Context: an optimization exercise on an open-source flow, tuned for small area, a short achievable clock period and few clock cycles per item. The choices shown serve that exercise and are no tape-out recipe.
Only simulation tests tie the RTL to the original design; equivalence was not proved.

==> inputs of violet <==
## nearest_path_segment_search_top
module nearest_path_segment_search_top #(
    parameter int PATH_DEPTH  = nps_pkg::PATH_DEPTH_DEF,
    parameter int COORD_WIDTH = nps_pkg::COORD_WIDTH_DEF,
    parameter int NL          = 2,
    parameter logic [24:0] REGM = 25'b1111111111111111111101010,
    parameter int KD          = 1
) (
    input  logic                              clk,
    input  logic                              rst_n,
    input  logic                              cfg_we,
    input  logic                              cfg_index,
    input  logic [nps_pkg::CFG_DATA_W-1:0]    cfg_data,
    input  logic                              in_valid,
    output logic                              in_ready,
    input  logic                              opcode,
    input  logic [nps_pkg::INDEX_W-1:0]       point_index,
    input  logic signed [COORD_WIDTH-1:0]     coord_x,
    input  logic signed [COORD_WIDTH-1:0]     coord_y,
    output logic                              out_valid,
    input  logic                              out_ready,
    output logic [nps_pkg::INDEX_W-1:0]       target_index
);
Settings: LEC_CHECK=0, ABC_CLOCK_PERIOD_IN_PS=3500, CAP_MARGIN=20, CORE_MARGIN=2, CORE_UTILIZATION=40, SETUP_SLACK_MARGIN=5, SLEW_MARGIN=20; clock period 10.0 ns.
run.sh (not shown) runs the stock make flow with config.mk's settings and CLKGATE_MAP_FILE= SYNTH_SCRIPT=/design/flow/synth_recipe.tcl, a recipe that flattens the netlist after the stock synthesis.
==> raven (differences from violet) <==
--- a/flow/design.v
+++ b/flow/design.v
@@ -29,13 +29,15 @@
     output logic [WIDTH-1:0]         prev
 );
     localparam int AW = $clog2(DEPTH);
     logic [DEPTH-1:0][WIDTH-1:0] mem;
     logic [AW-1:0]    pos_reg;
     logic [AW-1:0]    wslot;
-    assign wslot = waddr - pos_reg - AW'(1);
+    logic [DEPTH-1:0] wsel;
+    logic [WIDTH-1:0] wdata_r;
+    assign wslot = waddr - pos_reg - AW'(2);
     assign pos   = pos_reg;
     assign head  = mem[0];
     assign prev  = mem[DEPTH-1];
     always_ff @(posedge clk or negedge rst_n)
     begin
         if (!rst_n)
@@ -46,17 +48,25 @@
         begin
             pos_reg <= pos_reg + AW'(1);
         end
     end
     always_ff @(posedge clk)
     begin
+        wdata_r <= wdata;
         for (int j = 0; j < DEPTH; j++)
         begin
-            if (we && (wslot == AW'(j)))
+            wsel[j] <= we && (wslot == AW'(j));
+        end
+    end
+    always_ff @(posedge clk)
+    begin
+        for (int j = 0; j < DEPTH; j++)
+        begin
+            if (wsel[j])
             begin
-                mem[j] <= wdata;
+                mem[j] <= wdata_r;
             end
             else
             begin
                 mem[j] <= mem[(j + 1) % DEPTH];
             end
         end
@@ -4151,107 +4161,98 @@
     assign row_a = {1'b0, w1993, w1992, w1990, w1988, w1986, w1984, w1982, w1980, w1978, w1976, w1974, w1972, w1970, w1968, w1966, w1964, w1962, w1960, w1958, w1956, w1954, w1952, w1950, w1948, w1946, w1944, w1942, w1940, w1938, w1936, w1934, w1932, w1930, w1928, w1926, w1924, w1922, w1920, w1918, w1916, w1914, w1912, w1910, w1908, w1906, w1904, w1902, w1900, r1757};
     assign row_b = {1'b0, 1'b0, w1991, w1989, w1987, w1985, w1983, w1981, w1979, w1977, w1975, w1973, w1971, w1969, w1967, w1965, w1963, w1961, w1959, w1957, w1955, w1953, w1951, w1949, w1947, w1945, w1943, w1941, w1939, w1937, w1935, w1933, w1931, w1929, w1927, w1925, w1923, w1921, w1919, w1917, w1915, w1913, w1911, w1909, w1907, w1905, w1903, w1901, w1899, w1898};
 endmodule
 `timescale 1ns / 1ps
 module nps_div #(
     parameter int NL = 1,
-    parameter int KD = 2,
     parameter int SW = 1
 ) (
     input  logic                   clk,
     input  logic [24:0]            den,
     input  logic [NL-1:0][9:0]     rem0,
     input  logic [NL-1:0][15:0]    dvd,
     input  logic [NL-1:0]          sat,
     input  logic [NL-1:0][SW-1:0]  side_in,
     output logic [NL-1:0][31:0]    quo,
     output logic [NL-1:0][SW-1:0]  side_out
 );
-    localparam int NS = 32;
-    for (genvar j = 0; j < NS; j++)
+    localparam int NS = 16;
+    for (genvar k = 0; k < NS; k++)
     begin : g_st
-        localparam int QI = (j > 16) ? j : 16;
-        localparam int QO = (j + 1 > 16) ? j + 1 : 16;
-        localparam bit RG = ((j + 1) % KD == 0) || (j == NS - 1);
+        localparam int QI = (2 * k > 16) ? 2 * k : 16;
+        localparam int QO = (2 * k + 2 > 16) ? 2 * k + 2 : 16;
         logic [24:0] den_i, den_o;
-        if (j == 0)
+        logic [26:0] den3_i, den3_o;
+        if (k == 0)
         begin : g_d0
-            assign den_i = den;
+            assign den_i  = ~den;
+            assign den3_i = ~(27'(den) + {1'b0, den, 1'b0});
         end
         else
         begin : g_dn
-            assign den_i = g_st[j-1].den_o;
+            assign den_i  = g_st[k-1].den_o;
+            assign den3_i = g_st[k-1].den3_o;
         end
-        if (RG)
-        begin : g_dr
-            always_ff @(posedge clk)
-            begin
-                den_o <= den_i;
-            end
-        end
-        else
-        begin : g_dc
-            assign den_o = den_i;
+        always_ff @(posedge clk)
+        begin
+            den_o  <= den_i;
+            den3_o <= den3_i;
         end
         for (genvar l = 0; l < NL; l++)
         begin : g_ln
             logic [24:0]    rem_i, rem_c, rem_o;
             logic [QI-1:0]  qd_i;
             logic [QO-1:0]  qd_c, qd_o;
             logic           sat_i, sat_o;
             logic [SW-1:0]  side_i, side_o;
-            logic [25:0]    r;
-            logic [26:0]    diff;
-            logic           ge;
-            if (j == 0)
+            logic [26:0]    r;
+            logic [27:0]    d1, d2, d3;
+            logic           ge1, ge2, ge3;
+            logic [1:0]     q;
+            if (k == 0)
             begin : g_i0
                 assign rem_i  = 25'(rem0[l]);
                 assign qd_i   = dvd[l];
                 assign sat_i  = sat[l];
                 assign side_i = side_in[l];
             end
             else
             begin : g_in
-                assign rem_i  = g_st[j-1].g_ln[l].rem_o;
-                assign qd_i   = g_st[j-1].g_ln[l].qd_o;
-                assign sat_i  = g_st[j-1].g_ln[l].sat_o;
-                assign side_i = g_st[j-1].g_ln[l].side_o;
+                assign rem_i  = g_st[k-1].g_ln[l].rem_o;
+                assign qd_i   = g_st[k-1].g_ln[l].qd_o;
+                assign sat_i  = g_st[k-1].g_ln[l].sat_o;
+                assign side_i = g_st[k-1].g_ln[l].side_o;
             end
-            if (j < 16)
+            if (k < 8)
             begin : g_b
-                assign r    = {rem_i, qd_i[15]};
-                assign qd_c = {qd_i[14:0], ge};
+                assign r    = {rem_i, qd_i[15:14]};
+                assign qd_c = {qd_i[13:0], q};
             end
             else
             begin : g_z
-                assign r    = {rem_i, 1'b0};
-                assign qd_c = {qd_i, ge};
+                assign r    = {rem_i, 2'b00};
+                assign qd_c = {qd_i, q};
             end
-            assign diff  = {1'b0, r} - {2'b0, den_i};
-            assign ge    = !diff[26];
-            assign rem_c = ge ? diff[24:0] : r[24:0];
-            if (RG)
-            begin : g_r
-                always_ff @(posedge clk)
+            assign d1  = {1'b0, r} + {3'b111, den_i} + 28'd1;
+            assign d2  = {1'b0, r} + {2'b11, den_i, 1'b1} + 28'd1;
+            assign d3  = {1'b0, r} + {1'b1, den3_i} + 28'd1;
+            assign ge1 = !d1[27];
+            assign ge2 = !d2[27];
+            assign ge3 = !d3[27];
+            assign q   = ge3 ? 2'd3 : (ge2 ? 2'd2 : (ge1 ? 2'd1 : 2'd0));
+            assign rem_c = ge3 ? d3[24:0] : (ge2 ? d2[24:0] : (ge1 ? d1[24:0] : r[24:0]));
+            always_ff @(posedge clk)
+            begin
+                qd_o   <= qd_c;
+                sat_o  <= sat_i;
+                side_o <= side_i;
+                if (k < NS - 1)
                 begin
-                    qd_o   <= qd_c;
-                    sat_o  <= sat_i;
-                    side_o <= side_i;
-                    if (j < NS - 1)
-                    begin
-                        rem_o <= rem_c;
-                    end
+                    rem_o <= rem_c;
                 end
             end
-            else
-            begin : g_c
-                assign qd_o   = qd_c;
-                assign sat_o  = sat_i;
-                assign side_o = side_i;
-                assign rem_o  = rem_c;
-            end
         end
     end
     for (genvar l = 0; l < NL; l++)
     begin : g_out
         assign quo[l]      = g_st[NS-1].g_ln[l].sat_o ? 32'hFFFF_FFFF : g_st[NS-1].g_ln[l].qd_o;
         assign side_out[l] = g_st[NS-1].g_ln[l].side_o;
@@ -4259,14 +4260,13 @@
 endmodule
 `timescale 1ns / 1ps
 module nearest_path_segment_search_top #(
     parameter int PATH_DEPTH  = nps_pkg::PATH_DEPTH_DEF,
     parameter int COORD_WIDTH = nps_pkg::COORD_WIDTH_DEF,
     parameter int NL          = 2,
-    parameter logic [24:0] REGM = 25'b1111111111111111111101010,
-    parameter int KD          = 1
+    parameter logic [24:0] REGM = 25'b1111111111111111101010100
 ) (
     input  logic                              clk,
     input  logic                              rst_n,
     input  logic                              cfg_we,
     input  logic                              cfg_index,
     input  logic [nps_pkg::CFG_DATA_W-1:0]    cfg_data,
@@ -4282,13 +4282,13 @@
 );
     localparam int CW    = COORD_WIDTH;
     localparam int NQ    = NL + 2;                       
     localparam int QCW   = $clog2(NQ + 1);
     localparam int LAST  = 64;                           
     localparam int D_DST = 4 + ones24(REGM);              
-    localparam int D_DIV = (32 + KD - 1) / KD;           
+    localparam int D_DIV = 16;                           
     localparam int D_ALL = D_DST + 1 + D_DIV;            
     function automatic int ones24(input logic [24:0] m);
         int c;
         c = 0;
         for (int i = 0; i < 24; i++)
         begin
@@ -4490,55 +4490,59 @@
             sat[l]    = (den_r[24:10] == '0) && (num[l][25:16] >= den_r[9:0]);
             side_r[l] = {lnz_r, fl_r[l]};
         end
     end
     nps_div #(
         .NL (NL),
-        .KD (KD),
         .SW (2)
     ) u_div (
         .clk      (clk),
         .den      (den_r),
         .rem0     (rem0),
         .dvd      (dvd),
         .sat      (sat),
         .side_in  (side_r),
         .quo      (quo),
         .side_out (side_q)
     );
     logic [5:0]                  tpos;
-    logic [NL-1:0][D_ALL-1:0]    mark;
+    logic [NL-1:0]               mark;
     logic [NL-1:0]               tact;
     logic [NL-1:0][6:0]          tcnt;
     logic [NL-1:0]               emit;
     logic [NL-1:0]               found;
     logic [NL-1:0][31:0]         best_ratio;
     logic [NL-1:0][5:0]          best_pos;
     logic [NL-1:0][5:0]          best_end;
     logic [6:0]                  tp7;
     logic                        seg_ok;
     assign tp7    = {1'b0, tpos};
+    always_comb
+    begin
+        for (int l = 0; l < NL; l++)
+        begin
+            mark[l] = busy[l] && (hcnt[l] == 7'(D_ALL));
+        end
+    end
     assign seg_ok = (tpos != 6'd0) && (tp7 < n);
     always_ff @(posedge clk or negedge rst_n)
     begin
         if (!rst_n)
         begin
-            mark <= '0;
             tpos <= 6'(64 - (D_ALL % 64));
             tact <= '0;
             tcnt <= '0;
             emit <= '0;
         end
         else
         begin
             tpos <= tpos + 6'd1;
             for (int l = 0; l < NL; l++)
             begin
-                mark[l] <= {mark[l][D_ALL-2:0], busy[l] && (hcnt[l] == 7'd0)};
                 emit[l] <= tact[l] && (tcnt[l] == 7'(LAST));
-                if (mark[l][D_ALL-1])
+                if (mark[l])
                 begin
                     tact[l] <= 1'b1;
                     tcnt[l] <= 7'd1;
                 end
                 else if (tact[l])
                 begin
@@ -4552,13 +4556,13 @@
         end
     end
     always_ff @(posedge clk)
     begin
         for (int l = 0; l < NL; l++)
         begin
-            if (mark[l][D_ALL-1])
+            if (mark[l])
             begin
                 found[l] <= 1'b0;
             end
             else if (tact[l] && seg_ok && side_q[l][1]
                      && (!found[l] || (quo[l] < best_ratio[l])
                          || ((quo[l] == best_ratio[l]) && (tpos < best_pos[l]))))
- ABC_AREA: unset -> 1
- CORE_UTILIZATION: 40 -> 55
- CTS_CLUSTER_DIAMETER: unset -> 90
- CTS_CLUSTER_SIZE: unset -> 25
- PLACE_DENSITY: unset -> 0.65
==> impl_metrics.tcl <==
set metrics [dict create \
    r2r_slack_ns 5.04 \
    r2r-end "g_lane[0].u_dj.u_sq.r1831" \
    status "finished clean" \
    wl_met2_mm 664 \
    dp_worst_setup_slack_ns 3.95 \
    sh_seq_area 0.383 \
    finalNetCount 57800 \
    taps 11600 \
    reg2reg_from "g_lane[0].u_dj.dy[24]" \
    holdWs_ns 0.245 \
    clk_latency_ns 1.24 \
    cts_setup_buffers 11 \
]
-- figures above: raven

==> impl_metrics.tcl <==
set metrics [dict create \
    holdWs_ns 0.234 \
    place_inst 59700 \
    taps 16000 \
    cts_setup_buffers 3 \
    sh_seq_area 0.427 \
    r2r-end "g_lane[0].u_dj.u_sq.r1834" \
    status "finished clean" \
    clk_latency_ns 1.26 \
]
-- figures above: violet

Testbench counts of violet, summed over its fixed seeds: cycles 10,368, queries 192.
Testbench counts of raven, summed over its fixed seeds: cycles 9,792, queries 192.

[static timing again, ports no longer ideal]
The results above use ideal ports. As a check the final layouts listed here were re-extracted and re-timed, cells and wires unchanged. Step 1: set_driving_cell puts a clkbuf_16 on clk and a buf_2 on each other input, an assumption about the parent block. Step 2 moves the port delays by t, midway between the first and last clock arrival at a register: inputs arrive t later, outputs are due t later. That takes back most of the time a late clock gives input paths. Slacks: ideal ports / drivers / drivers and shift; pairs: ideal ports / drivers.
run	t, ns	slack for setup (ns)	hold WS [ns]	worst setup path after step 2	worst data-port slew with drivers (ns)
violet	1.369	5.107 / 5.107 / 4.854	0.234 / 0.234 / 0.234	input to register	0.11
raven	1.317	5.044 / 5.044 / 4.900	0.245 / 0.245 / 0.245	input to register	0.07
After both steps setup and hold are still met in every run listed. The setup slack of violet, which loses most, moves by 0.000 ns with the drivers and by -0.253 ns with both steps.
